This is an optimization exercise on Yosys and OpenROAD, whose aim is small area, not a production implementation. RTL that was checked went through simulation tests only; none was proved equivalent to the original. For run 2, only the layout was checked, not whether the RTL still works. Power figures rest on the tool's default switching activity, not on a simulated workload. The clock port is modelled as an ideal driver; clocking choices that lean on that would not hold on a real chip.

### flow/constraint.sdc
create_clock -name core_clock -period 7.0 [get_ports {clock}]
set_input_delay 1.4000 -clock core_clock [delete_from_list [all_inputs] [get_ports {clock}]]
set_output_delay 1.4000 -clock core_clock [all_outputs]
set_load 0.01 [all_outputs]
### flow/config.mk
export PLATFORM = sky130hd
export DESIGN_NAME = sweep_recorder
export DESIGN_NICKNAME = sweep_recorder
export VERILOG_FILES = /design/flow/design.v
export SDC_FILE = /design/flow/constraint.sdc
export NUM_CORES = 4
export LEC_CHECK = 0
export CAP_MARGIN = 20
export CORE_MARGIN = 2
export CORE_UTILIZATION = 40
export SLEW_MARGIN = 20
### flow/design.v
package sweep_pkg;
  localparam int IDX_W  = 5;
  localparam int DATA_W = 32;
  localparam int NREGS  = 32;
  localparam logic [IDX_W-1:0] CNT_MAX = 5'd31;
  typedef enum logic [2:0] {
    IDLE,
    SEEN1,
    UP,
    DOWN,
    REPORT
  } state_e;
  typedef struct packed {
    logic [IDX_W-1:0]  count;
    logic [IDX_W-1:0]  first;
    logic [IDX_W-1:0]  last;
    logic              dir;
    logic              err;
    logic [DATA_W-1:0] cks;
  } sweep_t;
endpackage
import sweep_pkg::*;
module regfile32
(
  input  logic              clock,
  input  logic              reset,
  input  logic [IDX_W-1:0]  waddr,
  input  logic [DATA_W-1:0] wdata,
  input  logic [IDX_W-1:0]  raddr,
  output logic [DATA_W-1:0] rdata
);
  logic [NREGS-1:1][DATA_W-1:0] mem_q;
  logic [NREGS-1:1]             vld_q;
  logic [NREGS-1:1]             we;
  logic [NREGS-1:1]             sel;
  for (genvar i = 1; i < NREGS; i++) begin : g_reg
    assign we[i]  = (waddr == IDX_W'(i));
    assign sel[i] = vld_q[i] && (raddr == IDX_W'(i));
    always_ff @(posedge clock) begin
      if (we[i]) begin
        mem_q[i] <= wdata;
      end
    end
    always_ff @(posedge clock or negedge reset) begin
      if (!reset) begin
        vld_q[i] <= 1'b0;
      end else if (we[i]) begin
        vld_q[i] <= 1'b1;
      end
    end
  end
  always_comb begin
    rdata = '0;
    for (int i = 1; i < NREGS; i++) begin
      rdata = rdata | ({DATA_W{sel[i]}} & mem_q[i]);
    end
  end
endmodule
import sweep_pkg::*;
module sweep_recorder
(
  input  logic              clock,
  input  logic              reset,
  input  logic [IDX_W-1:0]  regnum,
  input  logic [DATA_W-1:0] wdata,
  input  logic              done,
  input  logic [IDX_W-1:0]  rsel,
  output logic [DATA_W-1:0] rdata,
  output logic              sweep_valid,
  output logic [IDX_W-1:0]  sweep_count,
  output logic [IDX_W-1:0]  sweep_first,
  output logic [IDX_W-1:0]  sweep_last,
  output logic              sweep_dir,
  output logic              sweep_err,
  output logic [DATA_W-1:0] checksum
);
  logic act_q, rep_q, up_q, dn_q, done_prev_q;
  logic act_d, up_d, dn_d;
  logic [IDX_W-1:0]  cnt_q, first_q, last_q;
  logic              err_q;
  logic [DATA_W-1:0] cks_q;
  logic [IDX_W-1:0]  cnt_d, first_d, last_d;
  logic              err_d;
  logic [DATA_W-1:0] cks_d;
  sweep_pkg::sweep_t rpt_q;
  logic idle, wr, is_new, step_up, step_dn, seen1, bad, take, ld;
  regfile32 u_rf (
    .clock (clock),
    .reset (reset),
    .waddr (regnum),
    .wdata (wdata),
    .raddr (rsel),
    .rdata (rdata)
  );
  assign idle    = !act_q && !rep_q;
  assign wr      = (regnum != '0);
  assign is_new  = act_q && wr && (regnum != last_q);
  assign step_up = (regnum == last_q + 5'd1);
  assign step_dn = (regnum == last_q - 5'd1);
  assign seen1   = !up_q && !dn_q;
  assign bad     = seen1 ? !(step_up || step_dn) :
                   up_q  ? !step_up : !step_dn;
  assign ld      = idle || is_new;    
  assign take    = done && !done_prev_q && !rep_q;
  always_comb begin
    act_d   = idle ? wr : act_q;
    up_d    = act_q && (up_q || (seen1 && is_new && step_up));
    dn_d    = act_q && (dn_q || (seen1 && is_new && step_dn));
    first_d = idle ? regnum : first_q;
    last_d  = ld ? regnum : last_q;
    err_d   = act_q && (err_q || (is_new && bad));
    cks_d   = ({DATA_W{act_q}} & cks_q) ^ ({DATA_W{ld && wr}} & wdata);
    if (idle) begin
      cnt_d = {4'd0, wr};
    end else if (is_new && cnt_q != CNT_MAX) begin
      cnt_d = cnt_q + 5'd1;
    end else begin
      cnt_d = cnt_q;
    end
  end
  always_ff @(posedge clock) begin
    up_q    <= up_d;
    dn_q    <= dn_d;
    cnt_q   <= cnt_d;
    first_q <= first_d;
    last_q  <= last_d;
    err_q   <= err_d;
    cks_q   <= cks_d;
  end
  always_ff @(posedge clock or negedge reset) begin
    if (!reset) begin
      act_q       <= 1'b0;
      rep_q       <= 1'b0;
      done_prev_q <= 1'b0;
      rpt_q       <= '0;
    end else begin
      done_prev_q <= done;
      rep_q       <= take;
      act_q       <= act_d && !take && !rep_q;
      if (take) begin
        rpt_q.count <= cnt_d;
        rpt_q.first <= first_d;
        rpt_q.last  <= last_d;
        rpt_q.dir   <= up_d;
        rpt_q.err   <= err_d;
        rpt_q.cks   <= cks_d;
      end
    end
  end
  assign sweep_valid = rep_q;
  assign sweep_count = rpt_q.count;
  assign sweep_first = rpt_q.first;
  assign sweep_last  = rpt_q.last;
  assign sweep_dir   = rpt_q.dir;
  assign sweep_err   = rpt_q.err;
  assign checksum    = rpt_q.cks;
endmodule
### flow/run.sh
#!/bin/bash
# synth_recipe.tcl (not shown) runs the flow's synth.tcl, then flattens the netlist and writes it again
# the make line also repeats each setting of config.mk as NAME=value (left out here)
make -C /OpenROAD-flow-scripts/flow DESIGN_CONFIG=/design/flow/config.mk WORK_HOME=/design/flow/orfs CLKGATE_MAP_FILE= SYNTH_SCRIPT=/design/flow/synth_recipe.tcl finish
==> results of run 1 <==
[registers in the layout (all words and copies together), names as in the netlist, 5 cells and up]
name,cells
u_rf.mem_q,992
rpt_q,49
cks_q,32
u_rf.vld_q,31
cnt_q,5
first_q,5
last_q,5
[worst max path at each step]
stage,from,to,cells after the start
2_1_floorplan,rsel[2],rdata[10],8
3_3_place_gp,rsel[2],rdata[31],9
3_5_place_dp,rsel[1],rdata[4],8
4_1_cts,rsel[1],rdata[4],8
5_1_grt,rsel[1],rdata[4],8
6_report,rsel[1],rdata[4],8
[cell families (layout without fill, tap and decap cells)]
family	after synthesis	after routing	synth area share
AO/OA/AOI/OAI	512	512	0.09381
multiplexers	50	50	0.01336
other	0	3	0
XOR/XNOR	47	47	0.009835
buffers and inverters	197	528	0.02024
adder cells (fa/ha/maj)	4	4	0.001196
AND/OR/NAND/NOR	551	551	0.07632
flip-flops	1125	1125	0.7852
[cell type report]
class / count / area [µm²] / share of cell area
diodes: 3 / 7.507 / 0.0001522
clock buffers: 145 / 3002 / 0.06086
clock inverters: 53 / 459.2 / 0.009310
inverters: 38 / 142.6 / 0.002892
multi-input cells: 1164 / 8446 / 0.1712
flip-flops and latches: 1125 / 32870 / 0.6664
well taps: 1380 / 1727 / 0.03501
repair buffers: 292 / 2671 / 0.05416
[synth_stat cells, types with 3 or more instances]
cell type,number,share of area
edfxtp_1,992,0.71
or4_1,32,0.0057
nand3_1,91,0.011
a2111oi_0,47,0.0098
and4b_1,4,0.00096
nor2b_1,3,0.00045
clkbuf_1,115,0.010
a21oi_1,4,0.00048
nor3_1,5,0.00060
or2_2,33,0.0049
nand4_1,44,0.0066
mux2i_1,3,0.00072
nand2b_1,4,0.00060
o21ai_0,39,0.0047
nor2_1,45,0.0040
buf_1,5,0.00045
buf_2,28,0.0033
dfxtp_1,50,0.024
xnor2_1,9,0.0019
nor3b_1,11,0.0020
a22oi_1,342,0.061
ha_1,4,0.0012
and3b_1,16,0.0033
inv_1,37,0.0033
xor2_1,38,0.0080
and2_1,24,0.0036
buf_6,9,0.0024
or3_1,3,0.00045
a2111oi_2,6,0.0022
and3_1,168,0.025
a211oi_1,34,0.0061
nand2_1,58,0.0052
a222oi_1,32,0.0077
nand3b_1,3,0.00054
dfrtp_1,83,0.050
mux2_2,47,0.013
[metrics by stage]
| stage | power [mW] | area, µm² | setup slack, ns | util | cells |
|---|---|---|---|---|---|
| after floorplan | 8.431 | 41860 | 2.402 | - | 2486 |
| after global placement | 9.175 | 45730 | 0.2633 | 0.4412 | 3992 |
| after detailed placement | 9.207 | 45810 | 0.2239 | 0.4420 | 3996 |
| after CTS | 14.83 | 49270 | 0.2321 | 0.4754 | 4194 |
| after global routing | 15.21 | 49320 | 0.1568 | 0.4758 | 4199 |
| final | 14.81 | 49320 | 0.1788 | 0.4759 | 4200 |
[where the power goes]
| group | switching, mW | internal [mW] | leakage, nW |
|---|---|---|---|
| Sequential | 0.137 | 7.64 | 10.3 |
| Clock | 2.56 | 3.17 | 1.68 |
| Combinational | 0.761 | 0.545 | 4.96 |
| Total | 3.46 | 11.4 | 17.0 |
[worst reg2reg max path, delay by kind of cell, from the launching register on]
family / cells / cell delay, ns
AO/OA/AOI/OAI: 1 / 0.59
XOR/XNOR: 1 / 0.18
flip-flops: 1 / 0.44
multiplexers: 2 / 0.70
AND/OR/NAND/NOR: 1 / 0.76
[metal layers]
layer | share of wire | vias up | global-route usage
met5 | 0.000089 | - | 0
met4 | 0.044 | 2 | 0.1138
met3 | 0.12 | 315 | 0.05904
met2 | 0.46 | 2026 | 0.4276
met1 | 0.37 | 13670 | 0.3591
li1 | - | 10530 | -
==> summary.txt, run 1 <==
Status
  – Status: finished clean

GRT
  – GRT Total Usage: 0.2693
  – Initial antenna violation count: 8
  – Vias in the first global route: about 26000
  – GR Overflow Total: 0
  – Largest net degree at the start of global routing: 84
  – First-pass GRT wire length: just over 200000 µm

Route
  – Vias per cell: approximately 6.3
  – Detailed-route wire length: 146600 µm
  – Antenna Violating Nets Remaining: 0
  – WL per Instance: 34.91 µm
  – Drt first-iter violations: 4436
  – Residual DRC count: 0
  – Vias: 26540
  – Drt first pass iters: 9

Yosys
  – Ys async rst share: 0.07378
  – Number of synthesized register bits: 1125
  – Cell count after synthesis: roughly 2500
  – Synthesized cell area: 0.04186 mm²
  – Yosys warning count: 2
  – Synth Area per Inst: 16.84 µm²
  – Count of cell types in the netlist: 51
  – Number of synthesized flops with an enable pin: 992
  – Seq/Total Area, Yosys: 0.7852
  – Synth Flop Type: edfxtp_1

Critical path
  – Max FO, Critical Path: 20
  – Crit-path slowest cell: a2111oi_0
  – CP Data Required Time: between 5 and 6 ns
  – R2R setup slack: 4.22 ns
  – Max incr delay on CP: 0.95 ns
  – R2r startpoint: last_q[2]
  – Worst reg2reg endpoint: rpt_q[35]
  – WP buf/inv: 3
  – Cell mode on critical path: clkdlybuf4s50_1
  – Crit-path leading delay family: simple AND/OR/NAND/NOR gates
  – Worst setup path class: in -> out
  – Crit. End Element: output port
  – Startpoint types: primary input
  – Crit-path cells: clkdlybuf4s50_1 -> buf_4 -> and3_1 -> and2_2 -> a2111oi_0 -> nand3_1 -> or4_1 -> clkdlybuf4s50_1
  – Cell count of the worst reg-to-reg path: 5
  – Arrival time at the worst endpoint: 5.42 ns

Placed design
  – RePlAce Congestion: 0.8825
  – HPWL after detailed placement: roughly 84000 µm
  – Port bufs: roughly 130

Min path
  – HP Start: err_q
  – Min-Delay Path Depth: 2
  – Hold Path Sink: err_q
  – Hold Path Class: reg -> reg

Power
  – PwrDens: between 300 and 400 mW/mm²
  – Max VDD drop: 0.0002380 V
  – Leak Pwr: roughly 17 nW

Floorplanning
  – Full die area: about 0.11 mm²
  – Rows: 118
  – I/O pins: approximately 130
  – Starting Density: 0.4038
  – Die height: 327.5 µm
  – Placeable Area: 0.1036 mm²
  – Die extent in x: about 330 µm

Timing
  – Max Slew Vio Count: 0
  – Max Clock Freq: between 100 and 150 MHz
  – Rel. slew slack: 0.1812
  – Count of final setup violators: 0
  – RSZ-0062 raised after global routing: false
  – Tcrit/Tclk final: 0.9745
  – Setup TNS: 0 ns
  – Final hold vios: 0
  – Final Skew: 0.01658 ns
  – Slew @ Worst Pin: 1.225 ns
  – Tmin final: 6.821 ns
  – WHS: 0.4575 ns

Clocking
  – Clock Pin Slew Worst Setup and Hold Paths: 0.07 ns
  – H-tree lvl count: 3
  – Post-cts sizing count: 0
  – CTS root buf: clkbuf_16
  – CTS tree: yes
  – Clk latency of the worst-skew pair: 0.70 ns
  – Post-CTS Setup Inserts: 0
  – Hold Buf Count CTS: 0
  – CTS sink cnt: 1125
  – CTS Buf Count: 110
  – Clock Tree Buf Depth: 3

Layout
  – Most common cell after layout, fill and taps aside: edfxtp_1
  – Synthesis-to-layout area growth: 17.84%
  – Filler cell count: 8767
  – Most frequent cells in the layout: edfxtp_1, a22oi_1, and3_1
  – Share of post-route cells with drive strength above 1: 0.1690
  – Nets: 2780

Job
  – Max cap viols: 0
==> inputs of run 2 (changes only) <==
--- a/flow/design.v
+++ b/flow/design.v
@@ -51,8 +51,30 @@
   end
+  logic [DATA_W-1:0] grp_n [11];
+  logic [NREGS:1] sel_x;
+  logic [NREGS:1][DATA_W-1:0] mem_x;
+  assign sel_x = {1'b0, sel};
+  assign mem_x = {{DATA_W{1'b0}}, mem_q};
+  for (genvar g = 0; g < 11; g++) begin : g_grp
+    for (genvar b = 0; b < DATA_W; b++) begin : g_bit
+      aoi222 u_aoi (
+        .a0 (sel_x[3*g+1]), .a1 (mem_x[3*g+1][b]),
+        .b0 (sel_x[3*g+2]), .b1 (mem_x[3*g+2][b]),
+        .c0 (sel_x[3*g+3]), .c1 (mem_x[3*g+3][b]),
+        .y  (grp_n[g][b])
+      );
+    end
+  end
   always_comb begin
     rdata = '0;
-    for (int i = 1; i < NREGS; i++) begin
-      rdata = rdata | ({DATA_W{sel[i]}} & mem_q[i]);
+    for (int g = 0; g < 11; g++) begin
+      rdata = rdata | ~grp_n[g];
     end
   end
+endmodule
+module aoi222
+(
+  input  logic a0, a1, b0, b1, c0, c1,
+  output logic y
+);
+  assign y = !((a0 && a1) || (b0 && b1) || (c0 && c1));
 endmodule
--- a/flow/config.mk
+++ b/flow/config.mk
@@ -9,3 +9,5 @@
 export CORE_MARGIN = 2
-export CORE_UTILIZATION = 40
+export CORE_UTILIZATION = 60
+export CTS_BUF_LIST = sky130_fd_sc_hd__clkbuf_4 sky130_fd_sc_hd__clkbuf_8
 export SLEW_MARGIN = 20
+export SYNTH_HIERARCHICAL = 1
==> run 2 against run 1 <==
Clock skew increased by 0.015 ns. Synthesized cell count decreased by 15%. Global-route usage up 8.2 points. Power decreased by 5.2%. Worst hold slack lost 0.0018 ns. Area after synthesis is 3.7% lower. Die area decreased by 35%. Highest routed layer unchanged. Critical path type unchanged. Clock power shrank 7.5%. Clock-buffer cell count increased by 102. Combinational power shrank about 20%. Critical endpoint is now rdata[29].
==> summary.txt, run 2 <==
Status
  – Status: finished clean

Layout
  – Filler cell count: about 4300
  – Nets: 2646
  – Largest reg by FF count: u_rf.mem_q
  – Area of the multi-input gates: 0.007826 mm²
  – Synthesis-to-layout area growth: 17.31%
  – Most frequent cells in the layout: edfxtp_1, a222oi_1, clkbuf_8
  – Share of post-route cells with drive strength above 1: 0.1753
  – Largest registers: u_rf.mem_q: 992 flops, rpt_q: 49 flops, cks_q: 32 flops
  – Register area: roughly 0.033 mm²
  – Most common cell after layout, fill and taps aside: edfxtp_1
  – Flip-flop count of the largest register after layout: 992
  – Post-route cell area: 0.04726 mm²

Yosys
  – Number of synthesized flops with an enable pin: 992
  – Synth area leaders: edfxtp_1, a222oi_1, dfrtp_1
  – Yosys warning count: 137
  – Synth Area per Inst: 19.00 µm²
  – Commonest cells post-synth: edfxtp_1, a222oi_1, dfrtp_1
  – Cell count after synthesis: between 2000 and 2500
  – Seq/Total Area, Yosys: 0.8158
  – Count of cell types in the netlist: 61
  – Synth Flop Type: edfxtp_1
  – Number of synthesized register bits: 1125
  – Ys async rst share: 0.07378
  – Count leader, synth: edfxtp_1
  – Cell taking the most area after synthesis: edfxtp_1
  – Post-synth top area share: 0.7394
  – Synthesized cell area: 0.04029 mm²

Route
  – Residual DRC count: 0
  – Vias per cell: between 7 and 8
  – Drt first pass iters: 7
  – Drt first-iter violations: 5475
  – Detailed-route wire length: between 100000 and 150000 µm
  – Vias: 25460
  – Antenna Violating Nets Remaining: 0
  – WL per Instance: 33.55 µm

GRT
  – Largest net degree at the start of global routing: 80
  – GR Overflow Total: 0
  – First-pass GRT wire length: 172500 µm
  – Initial antenna violation count: 8
  – GRT Total Usage: 0.3509
  – Vias in the first global route: 25280

Clocking
  – CTS root buf: clkbuf_8
  – Clock Pin Slew Worst Setup and Hold Paths: about 0.060 ns
  – Post-cts sizing count: 0
  – CTS Buf Count: 172
  – CTS tree: yes
  – Clock Tree Buf Depth: 3
  – Clk latency of the worst-skew pair: 0.83 ns
  – CTS sink cnt: about 1100
  – Hold Buf Count CTS: 0
  – H-tree lvl count: 4
  – Post-CTS Setup Inserts: 0

Timing
  – Tmin final: around 6.4 ns
  – Slew @ Worst Pin: 1.169 ns
  – Setup TNS: 0 ns
  – RSZ-0062 raised after global routing: false
  – Final hold vios: 0
  – Count of final setup violators: 0
  – Max Clock Freq: 155.6 MHz
  – Max Slew Vio Count: 0
  – Rel. slew slack: 0.2205
  – Tcrit/Tclk final: 0.9179
  – Final Skew: 0.03118 ns

Power
  – Internal: ~11 mW
  – Part of the power in registers: 0.548
  – Total Power: 14.05 mW
  – Max VDD drop: approximately 0.00021 V
  – Clock Power Share: 0.378
  – Leak Pwr: 15.80 nW
  – PwrDens: 297.3 mW/mm²
  – Comb pwr share: 0.075
  – NetSw: 3.283 mW
  – Switching Fraction: 0.2337

Floorplanning
  – Die height: 263.1 µm
  – Die extent in x: 263.1 µm
  – Full die area: 0.06923 mm²
  – Placeable Area: 0.06680 mm²
  – I/O pins: roughly 130
  – Starting Density: 0.6031
  – Rows: 95

Critical path
  – Crit-path cells: clkdlybuf4s50_1 -> nor3b_1 -> buf_4 -> and3_1 -> buf_4 -> a222oi_1 -> nand4_1 -> or3_1 -> clkdlybuf4s50_1
  – Crit-path slowest cell: or3_1
  – Crit. End Element: output port
  – CP Data Required Time: approximately 5.6 ns
  – Max FO, Critical Path: 13
  – Startpoint types: primary input
  – Arrival time at the worst endpoint: 5.03 ns
  – Max incr delay on CP: 0.57 ns
  – Worst setup path class: in -> out

Min path
  – Hold Path Class: in -> async

Job
  – Max cap viols: 0

Placed design
  – Port bufs: 126
  – RePlAce Congestion: around 0.82
  – DP Area: 0.04388 mm²
  – HPWL after detailed placement: 68140 µm
## run 2: metal layers
layer | vias to the layer above | track usage | wire [µm]
met1 | 12970 | 0.4966 | 45080
met2 | 1926 | 0.5365 | 55800
met5 | - | 0 | 24
li1 | 10320 | - | -
met4 | 4 | 0.1098 | 3629
met3 | 237 | 0.1003 | 16700
## run 2: kinds of logic after synthesis
logic type               Yosys count  share of synthesized area
flip-flops                      1125                     0.8158
AO/OA/AOI/OAI                    554                     0.1224
adder cells (fa/ha/maj)            4                   0.001242
AND/OR/NAND/NOR                  360                    0.04854
multiplexers                       5                   0.001397
other                              1                 0.00009308
buffers and inverters             61                   0.008013
XOR/XNOR                          10                   0.002547
## run 2: worst paths after layout
kind | start | endpoint | slack (ns) | depth (start not counted)
hold / removal | reset | rpt_q[2] | 0.46 | 1
min in group core_clock | first_q[0] | first_q[0] | 0.46 | 2
hold reg to reg | first_q[0] | first_q[0] | 0.46 | 2
max in group asynchronous | reset | rpt_q[32] | 5.38 | 2
setup / recovery | rsel[0] | rdata[29] | 0.57 | 9
setup reg to reg | act_q | cks_q[19] | 4.30 | 6
## run 2: power groups by stage
stage	clock [mW]	sequential [mW]	combinational [mW]
2_1_floorplan	0	7.82	0.447
3_3_place_gp	0	7.82	1.00
3_5_place_dp	0	7.83	1.03
4_1_cts	5.34	7.70	1.03
5_1_grt	5.64	7.72	1.11
6_report	5.30	7.70	1.05
## run 2: Yosys stat by module, one instance, submodules excluded
module	area (µm²)	cells inside
regfile32	32190	1287
sweep_recorder	4571	481
aoi222	10.01	1
## run 2: stage by stage
stage / hold slack, ns / setup WS (ns) / std cells / utilization
after detailed placement: 0.4370 / 0.8038 / 3294 / 0.6569
after floorplan: 0.4182 / 2.684 / 2247 / -
after global routing: 0.4417 / 0.6300 / 3612 / 0.7074
final: 0.4557 / 0.5746 / 3613 / 0.7075
after global placement: 0.4346 / 0.8484 / 3294 / 0.6571
after CTS: 0.4183 / 0.7992 / 3609 / 0.7073
## run 2: cell type report
| class | count | share of cell area |
|---|---|---|
| diodes | 2 | 0.0001059 |
| clock buffers | 247 | 0.06267 |
| clock inverters | 68 | 0.008551 |
| inverters | 12 | 0.0009531 |
| multi-input cells | 1061 | 0.1656 |
| flip-flops and latches | 1125 | 0.6954 |
| well taps | 873 | 0.02311 |
| repair buffers | 225 | 0.04358 |
## run 2: worst max-delay path, delay by kind of cell
| family | cells | cell delay, ns |
|---|---|---|
| compound gates | 1 | 0.41 |
| buf+inv | 4 | 1.61 |
| simple gates | 4 | 1.60 |
==> inputs of run 3 (changes only) <==
--- a/flow/design.v
+++ b/flow/design.v
@@ -51,13 +51,9 @@
   end
-  logic [DATA_W-1:0] grp_n [11];
-  logic [NREGS:1] sel_x;
-  logic [NREGS:1][DATA_W-1:0] mem_x;
-  assign sel_x = {1'b0, sel};
-  assign mem_x = {{DATA_W{1'b0}}, mem_q};
-  for (genvar g = 0; g < 11; g++) begin : g_grp
+  logic [9:0][DATA_W-1:0] grp_n;
+  for (genvar g = 0; g < 10; g++) begin : g_grp
     for (genvar b = 0; b < DATA_W; b++) begin : g_bit
       aoi222 u_aoi (
-        .a0 (sel_x[3*g+1]), .a1 (mem_x[3*g+1][b]),
-        .b0 (sel_x[3*g+2]), .b1 (mem_x[3*g+2][b]),
-        .c0 (sel_x[3*g+3]), .c1 (mem_x[3*g+3][b]),
+        .a0 (sel[3*g+1]), .a1 (mem_q[3*g+1][b]),
+        .b0 (sel[3*g+2]), .b1 (mem_q[3*g+2][b]),
+        .c0 (sel[3*g+3]), .c1 (mem_q[3*g+3][b]),
         .y  (grp_n[g][b])
@@ -67,4 +63,4 @@
   always_comb begin
-    rdata = '0;
-    for (int g = 0; g < 11; g++) begin
+    rdata = {DATA_W{sel[NREGS-1]}} & mem_q[NREGS-1];
+    for (int g = 0; g < 10; g++) begin
       rdata = rdata | ~grp_n[g];
@@ -106,3 +102,6 @@
   logic [DATA_W-1:0] cks_d;
-  sweep_pkg::sweep_t rpt_q;
+  logic [IDX_W-1:0]  rpt_cnt_q, rpt_first_q, rpt_last_q;
+  logic              rpt_dir_q, rpt_err_q;
+  logic [DATA_W-1:0] rpt_cks_q;
+  logic [DATA_W-1:0] rpt_cks_d;
   logic idle, wr, is_new, step_up, step_dn, seen1, bad, take, ld;
@@ -133,3 +132,2 @@
     err_d   = act_q && (err_q || (is_new && bad));
-    cks_d   = ({DATA_W{act_q}} & cks_q) ^ ({DATA_W{ld && wr}} & wdata);
     if (idle) begin
@@ -141,2 +139,14 @@
     end
+  end
+  for (genvar b = 0; b < DATA_W; b++) begin : g_cks
+    cks_bit u_cks (
+      .act  (act_q),
+      .en   (ld && wr),
+      .c    (cks_q[b]),
+      .w    (wdata[b]),
+      .take (take),
+      .r    (rpt_cks_q[b]),
+      .c_d  (cks_d[b]),
+      .r_d  (rpt_cks_d[b])
+    );
   end
@@ -156,3 +166,8 @@
       done_prev_q <= 1'b0;
-      rpt_q       <= '0;
+      rpt_cnt_q   <= '0;
+      rpt_first_q <= '0;
+      rpt_last_q  <= '0;
+      rpt_dir_q   <= 1'b0;
+      rpt_err_q   <= 1'b0;
+      rpt_cks_q   <= '0;
     end else begin
@@ -161,9 +176,9 @@
       act_q       <= act_d && !take && !rep_q;
+      rpt_cks_q   <= rpt_cks_d;
       if (take) begin
-        rpt_q.count <= cnt_d;
-        rpt_q.first <= first_d;
-        rpt_q.last  <= last_d;
-        rpt_q.dir   <= up_d;
-        rpt_q.err   <= err_d;
-        rpt_q.cks   <= cks_d;
+        rpt_cnt_q   <= cnt_d;
+        rpt_first_q <= first_d;
+        rpt_last_q  <= last_d;
+        rpt_dir_q   <= up_d;
+        rpt_err_q   <= err_d;
       end
@@ -172,8 +187,16 @@
   assign sweep_valid = rep_q;
-  assign sweep_count = rpt_q.count;
-  assign sweep_first = rpt_q.first;
-  assign sweep_last  = rpt_q.last;
-  assign sweep_dir   = rpt_q.dir;
-  assign sweep_err   = rpt_q.err;
-  assign checksum    = rpt_q.cks;
-endmodule
+  assign sweep_count = rpt_cnt_q;
+  assign sweep_first = rpt_first_q;
+  assign sweep_last  = rpt_last_q;
+  assign sweep_dir   = rpt_dir_q;
+  assign sweep_err   = rpt_err_q;
+  assign checksum    = rpt_cks_q;
+endmodule
+module cks_bit
+(
+  input  logic act, en, c, w, take, r,
+  output logic c_d, r_d
+);
+  assign c_d = (act && c) ^ (en && w);
+  assign r_d = take ? c_d : r;
+endmodule
--- a/flow/config.mk
+++ b/flow/config.mk
@@ -9,4 +9,5 @@
 export CORE_MARGIN = 2
-export CORE_UTILIZATION = 60
-export CTS_BUF_LIST = sky130_fd_sc_hd__clkbuf_4 sky130_fd_sc_hd__clkbuf_8
+export CORE_UTILIZATION = 50
+export CTS_CLUSTER_DIAMETER = 80
+export CTS_CLUSTER_SIZE = 28
 export SLEW_MARGIN = 20
==> run 3 against run 2 <==
Still clean on timing, DRC and antenna. Die area up 18%. Critical path depth unchanged. Non-clock buffer count down 24. Global-route usage down 8.1 points. Register-to-register slack worse by 0.64 ns. Sequential cell count unchanged. Utilization down 14 points. Clock skew down 0.018 ns. First-iteration DRC count down 27%. Final cell count down 9.0%.
==> summary.txt, run 3 <==
GRT
  – Largest net degree at the start of global routing: 51
  – GRT busiest layer: met2
  – GR met3 Demand/Resource: 0.05191
  – Vias in the first global route: roughly 22000
  – Routing usage on met2: 0.4317
  – First-pass GRT wire length: 157400 µm
  – Grt met1 use: 0.3854
  – GRT Total Usage: 0.2700
  – Initial antenna violation count: 2
  – GR Overflow Total: 0

Timing
  – Tcrit/Tclk final: 0.9344
  – Tmin final: 6.540 ns
  – RSZ-0062 raised after global routing: false
  – Setup TNS: 0 ns
  – WHS: 0.4601 ns
  – Final hold vios: 0
  – Max Slew Vio Count: 0
  – Rel. slew slack: 0.1415
  – Max Clock Freq: 152.9 MHz
  – Slew @ Worst Pin: 1.288 ns
  – Count of final setup violators: 0
  – Setup ws final: approximately 0.46 ns
  – Final Skew: 0.01336 ns

Yosys
  – Largest family of logic cells by synthesized area: compound AO/OA/AOI/OAI gates
  – Post-synth top area share: 0.7501
  – Cell taking the most area after synthesis: edfxtp_1
  – Post-Synth Simple-Gate Area: 0.04464
  – Post-Synth Adder-Cell Area: 0.001260
  – Complex-gate fraction of the synthesized area: 0.09641
  – Commonest cells post-synth: edfxtp_1, a222oi_1, nand2_1
  – Number of synthesized register bits: 1125
  – Number of synthesized flops with an enable pin: 992
  – Ys async rst share: 0.07378
  – Synth Flop Type: edfxtp_1
  – Yosys warning count: 8
  – Synthesized cell area: 0.03971 mm²
  – XOR/XNOR share of the synthesized area: 0.01052
  – Synth area leaders: edfxtp_1, a222oi_1, dfrtp_1
  – Cell count after synthesis: 1968
  – Seq/Total Area, Yosys: 0.8276
  – Count leader, synth: edfxtp_1
  – Count of cell types in the netlist: 63
  – Mux contribution to synthesized area: 0.01629
  – Synth Area per Inst: approximately 20 µm²

Clocking
  – CTS tree: yes
  – Hold Buf Count CTS: 0
  – Clock Tree Buf Depth: 3
  – Clk latency of the worst-skew pair: approximately 0.65 ns
  – Post-cts sizing count: 0
  – Post-CTS Setup Inserts: 0
  – H-tree lvl count: 2
  – Clock Pin Slew Worst Setup and Hold Paths: ~0.10 ns
  – CTS Buf Count: 48
  – CTS sink cnt: 1125
  – CTS root buf: clkbuf_16

Layout
  – Register area: 0.03287 mm²
  – Share of post-route cells with drive strength above 1: 0.1368
  – Synthesis-to-layout area growth: 12.12%
  – Area of the multi-input gates: 0.006977 mm²
  – Most common cell after layout, fill and taps aside: edfxtp_1
  – Filler cell count: 5998
  – Largest reg by FF count: u_rf.mem_q
  – Flip-flop count of the largest register after layout: 992
  – Nets: 2252
  – Largest registers: u_rf.mem_q: 992 flops, cks_q: 32 flops, rpt_cks_q: 32 flops
  – Most frequent cells in the layout: edfxtp_1, a222oi_1, nand2_1
  – Post-route cell area: 0.04453 mm²
  – Layout Utilization: 0.5646

Floorplanning
  – Rows: ~100
  – Placeable Area: 0.07887 mm²
  – Starting Density: 0.5035
  – Die extent in x: 285.8 µm
  – I/O pins: roughly 130
  – Full die area: 0.08170 mm²
  – Die height: 285.8 µm

Power
  – Comb pwr share: 0.095
  – NetSw: 2.784 mW
  – Internal: a little under 10 mW
  – Clock Power Share: 0.279
  – Switching Fraction: 0.2242
  – Part of the power in registers: 0.626
  – Max VDD drop: 0.0002204 V
  – PwrDens: 278.9 mW/mm²
  – Leak Pwr: 14.42 nW

Status
  – Status: finished clean

Critical path
  – Worst setup path class: in -> out
  – Arrival time at the worst endpoint: 5.14 ns
  – Startpoint types: primary input
  – Crit-path cells: clkdlybuf4s50_1 -> nor2b_1 -> and2_2 -> and3_1 -> buf_4 -> a222oi_1 -> nand4_1 -> a2111o_1 -> clkdlybuf4s50_1
  – Cell mode on critical path: clkdlybuf4s50_1
  – Crit. End Element: output port
  – Max FO, Critical Path: 12
  – CP Data Required Time: 5.60 ns
  – Max incr delay on CP: roughly 0.5 ns
  – Crit-path slowest cell: a2111o_1

Placed design
  – HPWL after detailed placement: 64360 µm
  – RePlAce Congestion: 0.8169
  – Pre-CTS setup slack: 0.6202 ns
  – DP Area: 0.04310 mm²
  – Port bufs: 126

Route
  – WL per Instance: 33.80 µm
  – Antenna Violating Nets Remaining: 0
  – Drt first-iter violations: 3982
  – Detailed-route wire length: between 100000 and 150000 µm
  – Vias: around 22000
  – Residual DRC count: 0
  – Drt first pass iters: 9
  – Vias per cell: 6.783

Job
  – Max cap viols: 0

Min path
  – Hold Path Class: reg -> reg
## run 3: cell types whose count changed in the layout (fill, tap and decap cells not counted), sizes merged, moves of 33 or more
cell	before	now
xor2	2	36
a31oi	68	2
o21ai	43	7
nand2	73	127
clkinv	55	3
clkbuf	247	70
mux2	2	45
conb	128	0
nand3	36	3
## run 3: path summary, 6_finish.rpt
path	startpoint	to	slack [ns]	cells after the start
min in group asynchronous	reset	done_prev_q	0.70	1
hold reg to reg	err_q	err_q	0.46	2
hold / removal	err_q	err_q	0.46	2
setup / recovery	rsel[2]	rdata[14]	0.46	9
max in group asynchronous	reset	u_rf.vld_q[21]	5.20	2
setup reg to reg	act_q	rpt_cks_q[30]	3.66	8
## run 3: layout make-up
cell class	instances	share of cell area
Inverter	5	0.0004215
Sequential cell	1125	0.7382
Clock inverter	14	0.004159
Timing Repair Buffer	201	0.04148
Multi-Input combinational cell	822	0.1567
Tap cell	1050	0.02951
Antenna cell	1	0.00005620
Clock buffer	70	0.02953
## run 3: stage by stage
| stage | total power, mW | std cells |
|---|---|---|
| floorplan | 8.434 | 1968 |
| global placement | 9.088 | 3203 |
| detailed placement | 9.115 | 3203 |
| CTS | 12.48 | 3287 |
| global route | 12.79 | 3287 |
| finish | 12.42 | 3288 |
## run 3: worst max-delay path: cells and delay by family
family | cells | cell delay [ns]
AO/OA/AOI/OAI | 2 | 0.99
buffers and inverters | 3 | 1.35
AND/OR/NAND/NOR | 4 | 1.38
## run 3: power groups by stage
stage	Clock, mW	Sequential [mW]	Combinational [mW]
6_report	3.47	7.77	1.18
2_1_floorplan	0	7.93	0.500
5_1_grt	3.72	7.81	1.26
4_1_cts	3.51	7.77	1.20
3_5_place_dp	0	7.92	1.20
3_3_place_gp	0	7.91	1.18
## run 3: cells by family (layout without fill, tap and decap cells)
family	after synthesis	count (layout)
and+or+nand+nor	343	343
xor gates and xnor gates	46	46
buffers and inverters	21	290
adders and majority gates	4	4
AOI/OAI and AO/OA	382	382
other	0	1
muxes	47	47
DFF	1125	1125
## run 3: routing by layer
layer / part of all wire / up-vias
li1: - / 9102
met1: 0.40 / 11650
met2: 0.47 / 1391
met3: 0.11 / 158
met4: 0.026 / 2
met5: 0.000063 / -
## run 3: Yosys stat by module (local to each module, per instance)
| module | cell area [µm²] | flip-flops and latches |
|---|---|---|
| sweep_recorder | 3286 | 102 |
| regfile32 | 32220 | 1023 |
| aoi222 | 10.01 | 0 |
| cks_bit | 31.28 | 0 |
==> inputs of run 4 (changes only) <==
==> flow/flow/run.sh (new file) <==
#!/bin/bash
# The standard layout (standard.sh, unchanged synthesis) with two changes:
#  - clock tree synthesis without dummy loads (sink clusters as in config.mk),
#  - port buffers of the smallest buffer cell (repair may still resize them).
# make's output goes to flow_make.log here; ORFS keeps each tool's own log under orfs/logs/.
set -euo pipefail
export CTS_ARGS="-sink_clustering_enable -repair_clock_nets -dont_use_dummy_load -sink_clustering_size 28 -sink_clustering_max_diameter 80"
export BUFFER_PORTS_ARGS="-buffer_cell sky130_fd_sc_hd__buf_1"
bash standard.sh > flow_make.log 2>&1
==> flow/standard.sh (new file) <==
#!/bin/bash
# synth_recipe.tcl (not shown) runs the flow's synth.tcl, then flattens the netlist and writes it again
# the make line also repeats each setting of config.mk as NAME=value (left out here)
make -C /OpenROAD-flow-scripts/flow DESIGN_CONFIG=/design/flow/config.mk WORK_HOME=/design/flow/orfs CLKGATE_MAP_FILE= SYNTH_SCRIPT=/design/flow/synth_recipe.tcl "${@:-finish}"
removed: flow/run.sh
==> run 4 against run 3 <==
Still clean on timing, DRC and antenna. Critical path depth unchanged. Worst setup slack gained 0.73 ns. Fmax increased by 13%. Synthesized cell count unchanged. Combinational power fell by 15%. Power fell by 3.6%. Sequential cell count unchanged. Design area shrank 2.2%. Register-to-register slack got worse by 0.28 ns. Critical endpoint is now rdata[2]. Largest power group unchanged.
==> summary.txt, run 4 <==
Critical path
  – Cell mode on critical path: buf_1
  – Crit-path cells: buf_1 -> nor2b_1 -> and2_2 -> and3_1 -> buf_4 -> a222oi_1 -> nand4_1 -> a2111o_1 -> buf_1
  – Startpoint types: primary input
  – Crit-path leading delay family: simple AND/OR/NAND/NOR gates
  – Worst setup path class: in -> out
  – Worst reg2reg endpoint: rpt_cks_q[16]
  – Arrival time at the worst endpoint: 4.41 ns
  – WP buf/inv: 3
  – Max incr delay on CP: approximately 0.92 ns
  – Crit-path slowest cell: and3_1
  – R2r startpoint: act_q
  – Cell count of the worst reg-to-reg path: 8
  – Crit. End Element: output port
  – Max FO, Critical Path: 18
  – R2R setup slack: 3.38 ns
  – CP Data Required Time: between 5 and 6 ns

Layout
  – Most common cell after layout, fill and taps aside: edfxtp_1
  – Flip-flop count of the largest register after layout: 992
  – Largest reg by FF count: u_rf.mem_q
  – Most frequent cells in the layout: edfxtp_1, a222oi_1, nand2_1
  – Synthesis-to-layout area growth: 9.596%
  – Largest registers: u_rf.mem_q: 992 flops, cks_q: 32 flops, rpt_cks_q: 32 flops
  – Nets: about 2300
  – Share of post-route cells with drive strength above 1: 0.1295
  – Layout Cells excl Fill: roughly 3300
  – Diode count: 0

Placed design
  – Port bufs: between 100 and 150
  – Dpl cells: 3207
  – RePlAce Congestion: 0.8069
  – HPWL after detailed placement: 60730 µm

Route
  – Drt first-iter violations: 4056
  – Antenna Violating Nets Remaining: 0
  – Residual DRC count: 0
  – WL per Instance: 33.98 µm
  – Vias per cell: a little under 7
  – Vias: 22000
  – Detailed-route wire length: roughly 110000 µm
  – Drt first pass iters: 8

Clocking
  – Clk latency of the worst-skew pair: 0.64 ns
  – CTS tree: yes
  – Clock Tree Buf Depth: 3
  – H-tree lvl count: 2
  – Post-CTS Setup Inserts: 0
  – Hold Buf Count CTS: 0
  – Clock Pin Slew Worst Setup and Hold Paths: ~0.06 ns
  – CTS sink cnt: roughly 1100
  – Post-cts sizing count: 0
  – CTS root buf: clkbuf_16
  – CTS Buf Count: 50

Timing
  – Final hold vios: 0
  – Count of final setup violators: 0
  – Tmin final: 5.809 ns
  – Tcrit/Tclk final: 0.8299
  – WHS: ~0.47 ns
  – Final Skew: 0.03659 ns
  – Max Slew Vio Count: 0
  – Max Clock Freq: around 170 MHz
  – RSZ-0062 raised after global routing: false
  – Slew @ Worst Pin: 1.214 ns
  – Setup TNS: 0 ns
  – Rel. slew slack: 0.1910

Yosys
  – Synth Area per Inst: 20.18 µm²
  – Synthesized cell area: between 0.03 and 0.04 mm²
  – Ys async rst share: 0.07378
  – Synth area leaders: edfxtp_1, a222oi_1, dfrtp_1
  – Synth Flop Type: edfxtp_1
  – Count leader, synth: edfxtp_1
  – Number of synthesized flops with an enable pin: 992
  – Seq/Total Area, Yosys: 0.8276
  – Count of cell types in the netlist: 63
  – Cell count after synthesis: 1968
  – Post-synth top area share: 0.7501
  – Yosys warning count: 8
  – Cell taking the most area after synthesis: edfxtp_1
  – Number of synthesized register bits: 1125
  – Commonest cells post-synth: edfxtp_1, a222oi_1, nand2_1

GRT
  – Vias in the first global route: ~22000
  – GRT busiest layer: met2
  – GR Overflow Total: 0
  – Initial antenna violation count: 2
  – First-pass GRT wire length: 155400 µm
  – Routing usage on met2: 0.4259
  – Largest net degree at the start of global routing: 84
  – GR met3 Demand/Resource: 0.06069
  – GRT Total Usage: 0.2686
  – Grt met1 use: 0.3740

Floorplanning
  – Die height: between 200 and 300 µm
  – I/O pins: between 100 and 150
  – Starting Density: 0.5035
  – Placeable Area: ~0.08 mm²
  – Rows: 103
  – Die extent in x: 285.8 µm
  – Full die area: 0.08170 mm²

Job
  – Max cap viols: 0

Min path
  – Min-Delay Path Depth: 1
  – Hold Path Class: reg -> reg
  – Hold Path Sink: u_rf.vld_q[2]
  – HP Start: u_rf.vld_q[2]

Power
  – Leak Pwr: ~14 nW
  – Clock Power Share: 0.267
  – Max VDD drop: roughly 0.00022 V
  – Comb pwr share: 0.084
  – PwrDens: 275.0 mW/mm²
  – Internal: 9.277 mW
  – Part of the power in registers: 0.649
  – NetSw: 2.695 mW
  – Total Power: 11.97 mW
  – Switching Fraction: 0.2251

Status
  – Status: finished clean
[run 4: cell type report]
class | count | area [µm²]
clock buffer | 50 | 1251
fill | 6112 | 35350
inverter | 5 | 18.77
multi-input combinational | 822 | 6983
sequential | 1125 | 32870
tap | 1050 | 1314
timing repair buffer | 206 | 1091
[run 4: modules after synthesis, one instance, submodules excluded]
module / times used / cells inside
regfile32: 1 / 1280
cks_bit: 32 / 4
aoi222: 320 / 1
sweep_recorder: 1 / 240
[run 4: worst register-to-register path, delay by kind of cell (launching register included)]
family	cells	cell delay (ns)
flops	1	0.57
mux	1	0.27
xor+xnor	1	0.24
simple gates	4	1.64
buf+inv	2	0.78
[run 4: layer usage]
layer	vias to the layer above	routed length, µm	part of all wire
met1	11370	43120	0.39
met3	179	12790	0.12
met2	1373	51150	0.46
li1	9079	-	-
met5	-	21	0.00019
met4	4	3639	0.033
[run 4: kinds of logic (layout without fill, tap and decap cells)]
kind of cell	after synthesis	in the layout	share of synthesized area
AND/OR/NAND/NOR	343	343	0.04464
buffers and inverters	21	261	0.003308
AO/OA/AOI/OAI	382	382	0.09641
XOR/XNOR	46	46	0.01052
flip-flops	1125	1125	0.8276
multiplexers	47	47	0.01629
adder cells (fa/ha/maj)	4	4	0.001260
[run 4: power by group through the flow]
stage / Combinational [mW] / Sequential, mW / Clock (mW)
after detailed placement: 1.01 / 7.92 / 0
final: 1.00 / 7.77 / 3.20
after global routing: 1.08 / 7.81 / 3.47
after global placement: 0.986 / 7.91 / 0
after CTS: 1.01 / 7.77 / 3.24
after floorplan: 0.500 / 7.93 / 0
[run 4: metrics by stage]
stage / setup slack, ns / cell area, µm² / util
after floorplan: 2.491 / 39710 / -
after global placement: 1.342 / 42250 / 0.5356
after detailed placement: 1.329 / 42250 / 0.5357
after CTS: 1.329 / 43500 / 0.5516
after global routing: 1.154 / 43530 / 0.5519
final: 1.191 / 43530 / 0.5519
[run 4: worst max path at each step]
stage / slack (ns) / cells after the start / start / to
5_1_grt: 1.15 / 9 / rsel[2] / rdata[30]
6_report: 1.19 / 9 / rsel[3] / rdata[2]
3_5_place_dp: 1.33 / 9 / rsel[2] / rdata[30]
2_1_floorplan: 2.49 / 6 / rsel[0] / rdata[30]
4_1_cts: 1.33 / 9 / rsel[2] / rdata[30]
3_3_place_gp: 1.34 / 9 / rsel[3] / rdata[30]
==> inputs of run 5 (changes only) <==
==> flow/flow/run.sh (replaced) <==
#!/bin/bash
# The standard layout (standard.sh, unchanged synthesis) with two changes:
#  - clock tree synthesis without dummy loads and larger sink clusters,
#  - port buffers of the smallest buffer cell (repair may still resize them).
# make's output goes to flow_make.log here; ORFS keeps each tool's own log under orfs/logs/.
set -euo pipefail
export CTS_ARGS="-sink_clustering_enable -repair_clock_nets -dont_use_dummy_load -sink_clustering_size 32 -sink_clustering_max_diameter 80"
export BUFFER_PORTS_ARGS="-buffer_cell sky130_fd_sc_hd__buf_1"
bash standard.sh > flow_make.log 2>&1
--- a/flow/config.mk
+++ b/flow/config.mk
@@ -7,8 +7,6 @@
 export LEC_CHECK = 0
-export CAP_MARGIN = 20
+export CAP_MARGIN = 5
 export CORE_MARGIN = 2
-export CORE_UTILIZATION = 50
-export CTS_CLUSTER_DIAMETER = 80
-export CTS_CLUSTER_SIZE = 28
-export SLEW_MARGIN = 20
+export CORE_UTILIZATION = 60
+export SLEW_MARGIN = 5
 export SYNTH_HIERARCHICAL = 1
==> run 5 against run 4 <==
Clock power fell by 6.6%. Combinational power barely moved. Final cell count fell by 6.1%. Design area fell by 1.1%. Fmax rose by 1.5%. Worst setup slack improved by 0.087 ns. Worst hold slack got worse by 0.0080 ns. Non-clock buffer count fell by 8.
==> summary.txt, run 5 <==
Timing
  – Count of final setup violators: 0
  – Max Slew Vio Count: 0
  – Final hold vios: 0
  – Rel. slew slack: 0.1733
  – RSZ-0062 raised after global routing: false
  – Setup ws final: 1.278 ns
  – Setup TNS: 0 ns
  – Slew @ Worst Pin: 1.240 ns
  – WHS: 0.4594 ns
  – Tcrit/Tclk final: 0.8174
  – Final Skew: around 0.047 ns
  – Tmin final: 5.722 ns
  – Max Clock Freq: 174.8 MHz

Yosys
  – Number of synthesized register bits: 1125
  – Cell taking the most area after synthesis: edfxtp_1
  – Synth Area per Inst: between 20 and 25 µm²
  – Seq/Total Area, Yosys: 0.8276
  – Cell count after synthesis: between 1500 and 2000
  – Synth area leaders: edfxtp_1, a222oi_1, dfrtp_1
  – Ys async rst share: 0.07378
  – Number of synthesized flops with an enable pin: 992
  – Yosys warning count: 8
  – Synth Flop Type: edfxtp_1
  – Synthesized cell area: 0.03971 mm²
  – Post-synth top area share: 0.7501
  – Commonest cells post-synth: edfxtp_1, a222oi_1, nand2_1
  – Count of cell types in the netlist: 63
  – Count leader, synth: edfxtp_1

Layout
  – Layout Utilization: 0.6562
  – Post-route cell area: 0.04307 mm²
  – Most frequent cells in the layout: edfxtp_1, a222oi_1, nand2_1
  – Nets: 2245
  – Largest registers: u_rf.mem_q: 992 flops, cks_q: 32 flops, rpt_cks_q: 32 flops
  – Most common cell after layout, fill and taps aside: edfxtp_1
  – Largest reg by FF count: u_rf.mem_q
  – Area of the multi-input gates: 0.006975 mm²
  – Synthesis-to-layout area growth: 8.440%
  – Flip-flop count of the largest register after layout: around 990
  – Layout Cells excl Fill: 3059
  – Register area: 0.03287 mm²
  – Share of post-route cells with drive strength above 1: 0.1226
  – Filler cell count: between 4000 and 5000

Status
  – Status: finished clean

GRT
  – First-pass GRT wire length: roughly 150000 µm
  – GRT Total Usage: 0.3024
  – Initial antenna violation count: 2
  – GR Overflow Total: 0
  – Vias in the first global route: 21430
  – Largest net degree at the start of global routing: 61

Critical path
  – Crit-path cells: buf_1 -> nor2_1 -> and2_2 -> and3_1 -> buf_4 -> a222oi_1 -> nand4_1 -> a2111o_1 -> buf_1
  – Max incr delay on CP: 0.54 ns
  – Crit. End Element: output port
  – Cell mode on critical path: buf_1
  – CP Data Required Time: about 5.6 ns
  – Max FO, Critical Path: 19
  – Arrival time at the worst endpoint: 4.32 ns
  – Startpoint types: primary input
  – Worst setup path class: in -> out
  – Crit-path slowest cell: and3_1
  – R2R setup slack: 3.72 ns

Route
  – Vias per cell: 7.118
  – Vias: approximately 22000
  – Drt first pass iters: 7
  – Drt first-iter violations: 3844
  – Antenna Violating Nets Remaining: 0
  – Residual DRC count: 0
  – Detailed-route wire length: 103100 µm
  – WL per Instance: 33.69 µm

Power
  – PwrDens: approximately 270 mW/mm²
  – Max VDD drop: between 0.0002 and 0.0003 V
  – Total Power: 11.75 mW
  – Leak Pwr: 13.87 nW

Placed design
  – Dpl cells: 3014
  – Port bufs: 126
  – DP Area: 0.04196 mm²
  – Pre-CTS setup slack: 1.320 ns
  – HPWL after detailed placement: ~57000 µm
  – RePlAce Congestion: 0.8336

Clocking
  – Clock Tree Buf Depth: 3
  – CTS Buf Count: 44
  – Clock Pin Slew Worst Setup and Hold Paths: 0.09 ns
  – CTS root buf: clkbuf_16
  – CTS tree: yes
  – Post-CTS Setup Inserts: 0
  – H-tree lvl count: 2
  – CTS sink cnt: 1125
  – Hold Buf Count CTS: 0
  – Post-cts sizing count: 0
  – Clk latency of the worst-skew pair: 0.65 ns

Floorplanning
  – I/O pins: 127
  – Full die area: approximately 0.068 mm²
  – Rows: 94
  – Die height: 261.3 µm
  – Die extent in x: 261.3 µm
  – Placeable Area: 0.06563 mm²
  – Starting Density: 0.6051

Min path
  – Hold Path Class: reg -> reg

Job
  – Max cap viols: 0
## run 5: cell types whose count changed in the layout (fill, tap and decap cells not counted)
cell / before / now
and3_4: 4 / 2
buf_4: 78 / 72
clkbuf_16: 50 / 44
and3_2: 20 / 22
clkbuf_2: 4 / 2
diode_2: 0 / 1
buf_2: 1 / 0
buf_6: 2 / 0
buf_1: 120 / 123
## run 5: per-layer routing
| layer | vias to the layer above | global-route usage | routed length [µm] |
|---|---|---|---|
| met5 | - | 0 | 0 |
| met4 | 0 | 0.08144 | 2582 |
| met3 | 153 | 0.04239 | 10090 |
| met2 | 1282 | 0.4971 | 50210 |
| met1 | 11290 | 0.4331 | 40170 |
| li1 | 9046 | - | - |
## run 5: area by class of cell
class | count | share of cell area
Timing Repair Buffer | 198 | 0.02368
Sequential cell | 1125 | 0.7632
Tap cell | 864 | 0.02510
Inverter | 5 | 0.0004358
Multi-Input combinational cell | 822 | 0.1620
Clock buffer | 44 | 0.02557
Antenna cell | 1 | 0.00005811
## run 5: report_power, final
part	switching [mW]	internal, mW	total [mW]	leakage (nW)
Clock	1.86	1.14	2.99	0.542
Combinational	0.621	0.366	0.987	3.00
Sequential	0.145	7.63	7.77	10.3
Total	2.62	9.13	11.8	13.9
## run 5: logic make-up (layout without fill, tap and decap cells)
kind of cell,Yosys count,after routing,synth area share
flops,1125,1125,0.8276
compound gates,382,382,0.09641
simple gates,343,343,0.04464
mux,47,47,0.01629
xor+xnor,46,46,0.01052
buf+inv,21,247,0.003308
fa+ha+maj,4,4,0.001260
other cells,0,1,0
## run 5: Yosys stat by module (local to each module, per instance)
module | cell area, µm² | cells inside
aoi222 | 10.01 | 1
cks_bit | 31.28 | 4
regfile32 | 32220 | 1280
sweep_recorder | 3286 | 240
## run 5: final timing paths
| path | from | end | cells after the start |
|---|---|---|---|
| worst min-delay path | err_q | err_q | 2 |
| worst max-delay path | rsel[3] | rdata[21] | 9 |
| min in group asynchronous | reset | rpt_cks_q[9] | 1 |
| worst min register to register | err_q | err_q | 2 |
| max in group asynchronous | reset | u_rf.vld_q[14] | 2 |
| worst max register to register | act_q | rpt_cks_q[19] | 6 |
## run 5: worst max-delay path, delay by kind of cell
family	cells	cell delay [ns]
compound gates	2	0.88
simple gates	4	1.30
buf+inv	3	0.71
==> inputs of run 6 (changes only) <==
--- a/flow/design.v
+++ b/flow/design.v
@@ -35,9 +35,17 @@
   logic [NREGS-1:1]             sel;
+  logic [NREGS-1:1]             we_n;
+  logic [NREGS-1:1][DATA_W-1:0] mem_d;
   for (genvar i = 1; i < NREGS; i++) begin : g_reg
-    assign we[i]  = (waddr == IDX_W'(i));
-    assign sel[i] = vld_q[i] && (raddr == IDX_W'(i));
+    assign we[i]   = (waddr == IDX_W'(i));
+    assign we_n[i] = !we[i];
+    assign sel[i]  = vld_q[i] && (raddr == IDX_W'(i));
+    for (genvar b = 0; b < DATA_W; b++) begin : g_bit
+      ao22 u_hold (
+        .a0 (we[i]),   .a1 (wdata[b]),
+        .b0 (we_n[i]), .b1 (mem_q[i][b]),
+        .y  (mem_d[i][b])
+      );
+    end
     always_ff @(posedge clock) begin
-      if (we[i]) begin
-        mem_q[i] <= wdata;
-      end
+      mem_q[i] <= mem_d[i];
     end
@@ -75,2 +83,9 @@
   assign y = !((a0 && a1) || (b0 && b1) || (c0 && c1));
+endmodule
+module ao22
+(
+  input  logic a0, a1, b0, b1,
+  output logic y
+);
+  assign y = (a0 && a1) || (b0 && b1);
 endmodule
@@ -199,4 +214,13 @@
 );
-  assign c_d = (act && c) ^ (en && w);
-  assign r_d = take ? c_d : r;
-endmodule
+  logic x;
+  assign x   = (act && c) ^ (en && w);
+  assign c_d = x;
+  mux2x u_mux (.s (take), .a (x), .b (r), .y (r_d));
+endmodule
+module mux2x
+(
+  input  logic s, a, b,
+  output logic y
+);
+  assign y = s ? a : b;
+endmodule
==> flow/run.sh (new file) <==
#!/bin/bash
# synth_recipe.tcl (not shown) runs the flow's synth.tcl, then flattens the netlist and writes it again
# the make line also repeats each setting of config.mk as NAME=value (left out here)
make -C /OpenROAD-flow-scripts/flow DESIGN_CONFIG=/design/flow/config.mk WORK_HOME=/design/flow/orfs CLKGATE_MAP_FILE= SYNTH_SCRIPT=/design/flow/synth_recipe.tcl finish
--- a/flow/config.mk
+++ b/flow/config.mk
@@ -10,2 +10,4 @@
 export CORE_UTILIZATION = 60
+export CTS_CLUSTER_DIAMETER = 80
+export CTS_CLUSTER_SIZE = 28
 export SLEW_MARGIN = 5
removed: flow/flow/run.sh
removed: flow/standard.sh
==> run 6 against run 5 <==
Still clean. Final cell count up 36%. Sequential cell count stayed put. Synthesized cell count rose by 53%. Clock-buffer cell count is 16 higher. Register-to-register slack worse by 0.17 ns. Sequential power grew 12%. Sequential share of layout area decreased by 23 points. Highest routed layer is now met5.
==> summary.txt, run 6 <==
Timing
  – Max Slew Vio Count: 0
  – Count of final setup violators: 0
  – Tmin final: 6.273 ns
  – Tcrit/Tclk final: 0.8962
  – RSZ-0062 raised after global routing: false
  – WHS: 0.4664 ns
  – Final Skew: 0.01177 ns
  – Final hold vios: 0
  – Rel. slew slack: 0.1032
  – Slew @ Worst Pin: 1.342 ns
  – Setup TNS: 0 ns
  – Max Clock Freq: 159.4 MHz

Route
  – Drt first pass iters: 13
  – Vias per cell: 7.863
  – WL per Instance: 34.33 µm
  – Residual DRC count: 0
  – Drt first-iter violations: 6896
  – Detailed-route wire length: 143100 µm
  – Vias: 32770
  – Antenna Violating Nets Remaining: 0

Layout
  – Most frequent cells in the layout: dfxtp_1, a22o_1, a222oi_1
  – Share of post-route cells with drive strength above 1: 0.07349
  – Nets: approximately 3400
  – Most common cell after layout, fill and taps aside: dfxtp_1
  – Flip-flop count of the largest register after layout: 992
  – Largest reg by FF count: u_rf.mem_q
  – Post-route cell area: 0.04307 mm²
  – Largest registers: u_rf.mem_q: 992 flops, cks_q: 32 flops, rpt_cks_q: 32 flops
  – Area of the multi-input gates: 0.01532 mm²
  – Filler cell count: 4659
  – Synthesis-to-layout area growth: 11.79%
  – Register area: about 0.023 mm²

Yosys
  – Count leader, synth: dfxtp_1
  – Number of synthesized flops with an enable pin: 0
  – Seq/Total Area, Yosys: 0.5954
  – Number of synthesized register bits: 1125
  – Ys async rst share: 0.07378
  – Commonest cells post-synth: dfxtp_1, a22o_1, a222oi_1
  – Synth area leaders: dfxtp_1, a22o_1, a222oi_1
  – Count of cell types in the netlist: 52
  – Post-synth top area share: 0.5415
  – Cell count after synthesis: 3009
  – Synth Flop Type: dfxtp_1
  – Cell taking the most area after synthesis: dfxtp_1
  – Synthesized cell area: 0.03852 mm²
  – Yosys warning count: 8
  – Synth Area per Inst: 12.80 µm²

Clocking
  – Clock Pin Slew Worst Setup and Hold Paths: 0.10 ns
  – CTS sink cnt: ~1100
  – Post-cts sizing count: 0
  – H-tree lvl count: 2
  – Clock Tree Buf Depth: 3
  – Hold Buf Count CTS: 0
  – Clk latency of the worst-skew pair: 0.65 ns
  – CTS tree: yes
  – Post-CTS Setup Inserts: 0
  – CTS Buf Count: 47
  – CTS root buf: clkbuf_16

Critical path
  – Startpoint types: primary input
  – CP Data Required Time: 5.60 ns
  – Worst setup path class: in -> out
  – Crit. End Element: output port
  – Max FO, Critical Path: 19
  – Arrival time at the worst endpoint: 4.87 ns

Placed design
  – RePlAce Congestion: around 0.9
  – HPWL after detailed placement: 82010 µm
  – DP Area: around 0.042 mm²
  – Port bufs: ~130

Power
  – PwrDens: 336.5 mW/mm²
  – Total Power: 14.49 mW
  – Max VDD drop: roughly 0.00023 V
  – Leak Pwr: around 19 nW

Status
  – Status: finished clean

GRT
  – GRT Total Usage: 0.4132
  – First-pass GRT wire length: 208000 µm
  – Largest net degree at the start of global routing: 59
  – Initial antenna violation count: 1
  – GR Overflow Total: 0
  – Vias in the first global route: ~32000

Min path
  – Hold Path Class: reg -> reg

Floorplanning
  – Rows: 92
  – Starting Density: 0.6085
  – I/O pins: between 100 and 150
  – Die extent in x: 257.4 µm
  – Die height: 257.4 µm
  – Full die area: 0.06625 mm²
  – Placeable Area: 0.06331 mm²

Job
  – Max cap viols: 0
run 6: cell types whose count changed in the layout (fill, tap and decap cells not counted), moves of 26 or more:
| cell | change |
|---|---|
| inv_1 | +26 |
| buf_4 | +63 |
| edfxtp_1 | -992 |
| or2_2 | -27 |
| buf_1 | -123 |
| nand2_1 | +37 |
| nor2_4 | -31 |
| dfxtp_1 | +992 |
| clkdlybuf4s50_1 | +125 |
| nand2b_1 | +33 |
| a22o_1 | +992 |
run 6: per-stage QoR:
stage,worst slack [ns],util,cells
finish,0.7266,0.6802,4168
global route,0.6520,0.6802,4166
CTS,0.8068,0.6802,4166
detailed placement,0.8139,0.6590,4099
global placement,0.8423,0.6590,4099
floorplan,2.491,-,3009
run 6: worst paths after layout:
check / to / start / cells past startpoint / slack (ns)
max: rdata[31] / rsel[2] / 9 / 0.73
min: u_rf.vld_q[30] / u_rf.vld_q[30] / 1 / 0.47
max reg2reg: rpt_cks_q[28] / last_q[4] / 7 / 3.55
min reg2reg: u_rf.vld_q[30] / u_rf.vld_q[30] / 1 / 0.47
max in group asynchronous: u_rf.vld_q[25] / reset / 2 / 5.18
min in group asynchronous: rpt_cnt_q[0] / reset / 1 / 0.65
run 6: cell families (layout without fill, tap and decap cells):
group / Yosys count / in the layout / synth area share
AO/OA/AOI/OAI: 1384 / 1384 / 0.3250
XOR/XNOR: 42 / 42 / 0.009548
buffers and inverters: 52 / 363 / 0.006918
flip-flops: 1125 / 1125 / 0.5954
multiplexers: 37 / 37 / 0.01380
adder cells (fa/ha/maj): 4 / 4 / 0.001299
AND/OR/NAND/NOR: 365 / 365 / 0.04807
other: 0 / 2 / 0
run 6: area by class of cell:
cell class	instances	area share
multi-input combinational	1832	0.3558
sequential	1125	0.5326
clock inverter	7	0.001511
clock buffer	60	0.02966
antenna	2	0.0001162
timing repair buffer	260	0.05259
inverter	36	0.003138
tap	846	0.02458
run 6: power breakdown:
part / switching (mW) / leakage [nW] / internal [mW]
registers: 0.859 / 9.66 / 7.86
logic: 1.07 / 8.51 / 1.37
clock network: 2.03 / 0.645 / 1.31
total: 3.95 / 18.8 / 10.5
run 6: Yosys stat by module (local to each module, per instance):
module / times used / flip-flops and latches
ao22: 992 / 0
sweep_recorder: 1 / 102
mux2x: 32 / 0
aoi222: 320 / 0
cks_bit: 32 / 0
regfile32: 1 / 1023
run 6: metal layers:
metal  vias up  wire length [µm]  track usage
li1      13340                 -            -
met1     16300             54500       0.5595
met2      2700             59990       0.5985
met3       430             20050       0.1138
met4         2              8439       0.2296
met5         -               103            0
run 6: critical path: stages:
cell,delay (ns)
clkdlybuf4s50_1,0.48
nor2b_1,0.25
and2_2,0.24
and3_1,0.38
buf_4,0.34
a222oi_1,0.33
nand4_1,0.41
a2111o_1,0.52
clkdlybuf4s50_1,0.50
==> inputs of run 7 (changes only) <==
==> flow/flow/run.sh (new file) <==
#!/bin/bash
# The standard layout (standard.sh) with these changes:
#  - synthesis maps with ABC's speed script minus its buffer and upsize passes
#    (a copy of ORFS's scripts folder, edited here, in ./scripts); the flip-flops
#    and the rest of synthesis are unchanged,
#  - clock tree synthesis without dummy loads and larger sink clusters,
#  - port buffers of the smallest buffer cell (repair may still resize them).
# make's output goes to flow_make.log here; ORFS keeps each tool's own log under orfs/logs/.
set -euo pipefail
rm -rf scripts
cp -r "$FLOW_HOME/scripts" scripts
sed -i -e '/^buffer -c$/d' -e '/^upsize -c$/d' scripts/abc_speed.script
export CTS_ARGS="-sink_clustering_enable -repair_clock_nets -dont_use_dummy_load -sink_clustering_size 32 -sink_clustering_max_diameter 80"
export BUFFER_PORTS_ARGS="-buffer_cell sky130_fd_sc_hd__buf_1"
bash standard.sh "SCRIPTS_DIR=$PWD/scripts" finish > flow_make.log 2>&1
==> flow/standard.sh (new file) <==
#!/bin/bash
# synth_recipe.tcl (not shown) runs the flow's synth.tcl, then flattens the netlist and writes it again
# the make line also repeats each setting of config.mk as NAME=value (left out here)
make -C /OpenROAD-flow-scripts/flow DESIGN_CONFIG=/design/flow/config.mk WORK_HOME=/design/flow/orfs CLKGATE_MAP_FILE= SYNTH_SCRIPT=/design/flow/synth_recipe.tcl "${@:-finish}"
--- a/flow/config.mk
+++ b/flow/config.mk
@@ -10,4 +10,2 @@
 export CORE_UTILIZATION = 60
-export CTS_CLUSTER_DIAMETER = 80
-export CTS_CLUSTER_SIZE = 28
 export SLEW_MARGIN = 5
removed: flow/run.sh
==> run 7 against run 6 <==
Highest routed layer unchanged. Register-to-register slack worse by 0.07 ns. Design area is 3.2% lower. Via count is 1.8% lower. Still clean. Critical path type unchanged.
==> summary.txt, run 7 <==
Placed design
  – RePlAce Congestion: 0.9414
  – Pre-CTS setup slack: 1.432 ns

Clocking
  – CTS Buf Count: 43
  – CTS sink cnt: approximately 1100
  – Clock Tree Buf Depth: 3
  – H-tree lvl count: 2

Yosys
  – Yosys warning count: 8
  – Commonest cells post-synth: dfxtp_1, a22o_1, a222oi_1
  – Synth area leaders: dfxtp_1, a22o_1, a222oi_1
  – Synth Area per Inst: between 10 and 15 µm²
  – Post-synth top area share: 0.5455
  – Complex-gate fraction of the synthesized area: 0.3273
  – Number of synthesized register bits: 1125
  – Seq/Total Area, Yosys: 0.5998
  – Ys async rst share: 0.07378
  – Post-Synth Simple-Gate Area: 0.04767

GRT
  – First-pass GRT wire length: 199600 µm
  – Largest net degree at the start of global routing: 64
  – Initial antenna violation count: 4
  – GR Overflow Total: 0

Layout
  – Synthesis-to-layout area growth: 9.005%
  – Most frequent cells in the layout: dfxtp_1, a22o_1, a222oi_1
  – Largest reg by FF count: u_rf.mem_q
  – Most common cell after layout, fill and taps aside: dfxtp_1
  – Share of post-route cells with drive strength above 1: 0.05540

Critical path
  – Max FO, Critical Path: 17
  – R2r startpoint: act_q
  – Cell count of the worst reg-to-reg path: 8
  – Arrival time at the worst endpoint: 4.34 ns
  – Crit-path cells: buf_1 -> nor2b_1 -> and2_0 -> and3_1 -> buf_4 -> a222oi_1 -> nand4_1 -> a2111o_1 -> buf_1
  – WP buf/inv: 3
  – Worst reg2reg endpoint: rpt_cks_q[23]

Timing
  – Tmin final: 5.742 ns
  – Final Skew: 0.02482 ns
  – Setup TNS: 0 ns
  – WHS: 0.4579 ns
  – Count of final setup violators: 0
  – RSZ-0062 raised after global routing: false
  – Max Clock Freq: 174.2 MHz
  – Tcrit/Tclk final: 0.8203

Route
  – Vias: ~32000
  – WL per Instance: 33.12 µm

Floorplanning
  – Placeable Area: between 0.06 and 0.07 mm²

Power
  – PwrDens: 332.6 mW/mm²
  – Part of the power in registers: 0.627
  – NetSw: 3.799 mW

Status
  – Status: finished clean

Min path
  – HP Start: first_q[1]
-- run 7: layout make-up --
| cell class | count | area (µm²) |
|---|---|---|
| Timing Repair Buffer | 231 | 1304 |
| Clock buffer | 43 | 1076 |
| Inverter | 36 | 135.1 |
| Tap cell | 846 | 1059 |
| Sequential cell | 1125 | 22940 |
| Fill cell | 4837 | 21400 |
| Multi-Input combinational cell | 1832 | 15170 |
| Antenna cell | 2 | 5.005 |
-- run 7: worst reg2reg max path, stage by stage, from the launching register on --
cell and delay (ns):
dfrtp_1 0.67, buf_4 0.37, nor2_1 0.85, nand2_1 0.10
nand2_1 0.37, buf_4 0.37, nand2_1 0.14, xor2_1 0.24
mux2_1 0.31
-- run 7: stage by stage --
step                  util  cell area (µm²)  cells
floorplan                -            38240   2993
global placement    0.6436            40600   4070
detailed placement  0.6436            40600   4070
CTS                 0.6607            41680   4113
global route        0.6607            41680   4113
finish              0.6608            41680   4115
-- run 7: logic make-up after synthesis --
kind of cell / Yosys count
AOI/OAI and AO/OA: 1384
xor gates and xnor gates: 42
adders and majority gates: 4
buffers and inverters: 36
DFF: 1125
muxes: 37
and+or+nand+nor: 365
-- run 7: power by group through the flow --
stage / logic [mW] / clock network, mW / registers [mW]
after floorplan: 1.37 / 0 / 8.58
after global placement: 1.98 / 0 / 8.70
after detailed placement: 2.07 / 0 / 8.76
after CTS: 2.09 / 3.04 / 8.64
after global routing: 2.27 / 3.25 / 8.81
final: 2.13 / 3.04 / 8.69
-- run 7: how the worst max path moves through the flow --
stage,start,endpoint,cells past startpoint
floorplan,rsel[1],rdata[30],6
global placement,rsel[2],rdata[26],9
detailed placement,rsel[2],rdata[21],9
CTS,rsel[2],rdata[21],9
global route,rsel[2],rdata[21],9
finish,rsel[2],rdata[0],9
-- run 7: modules after synthesis (local to each module, per instance) --
module	cells inside	times used
ao22	1	992
aoi222	1	320
cks_bit	3	32
mux2x	1	32
regfile32	1303	1
sweep_recorder	250	1
-- run 7: metal layers --
metal / routed length, µm / GRT usage / vias to the layer above
met3: 16660 / 0.09648 / 397
met1: 52280 / 0.5295 / 16120
met2: 59690 / 0.5950 / 2407
met4: 7640 / 0.2091 / 8
met5: 49 / 0 / -
li1: - / - / 13250

==> what the ideal ports hide <==
How much do the figures lean on ideal ports? The routed layouts below were timed once more, with nothing changed but the port constraints.
Step 1, drivers: a clkbuf_16 drives clock and a buf_2 each remaining input, both assumed.
Step 2 also shifts input and output timing later by t, the mid clock arrival at the registers, as if the neighbouring blocks saw the same clock.
a / b / c = no drivers / after step 1 / after step 2; a / b = the first two.
run	t, ns	setup slack, ns
run 1	0.753	0.179 / 0.135 / 0.135
run 2	0.882	0.575 / 0.533 / 0.533
run 3	0.707	0.460 / 0.427 / 0.427
run 4	0.692	1.191 / 1.162 / 1.162
run 5	0.688	1.278 / 1.224 / 1.224
run 6	0.716	0.727 / 0.682 / 0.682
run 7	0.697	1.258 / 1.146 / 1.146
After both steps every run listed still meets setup and hold.
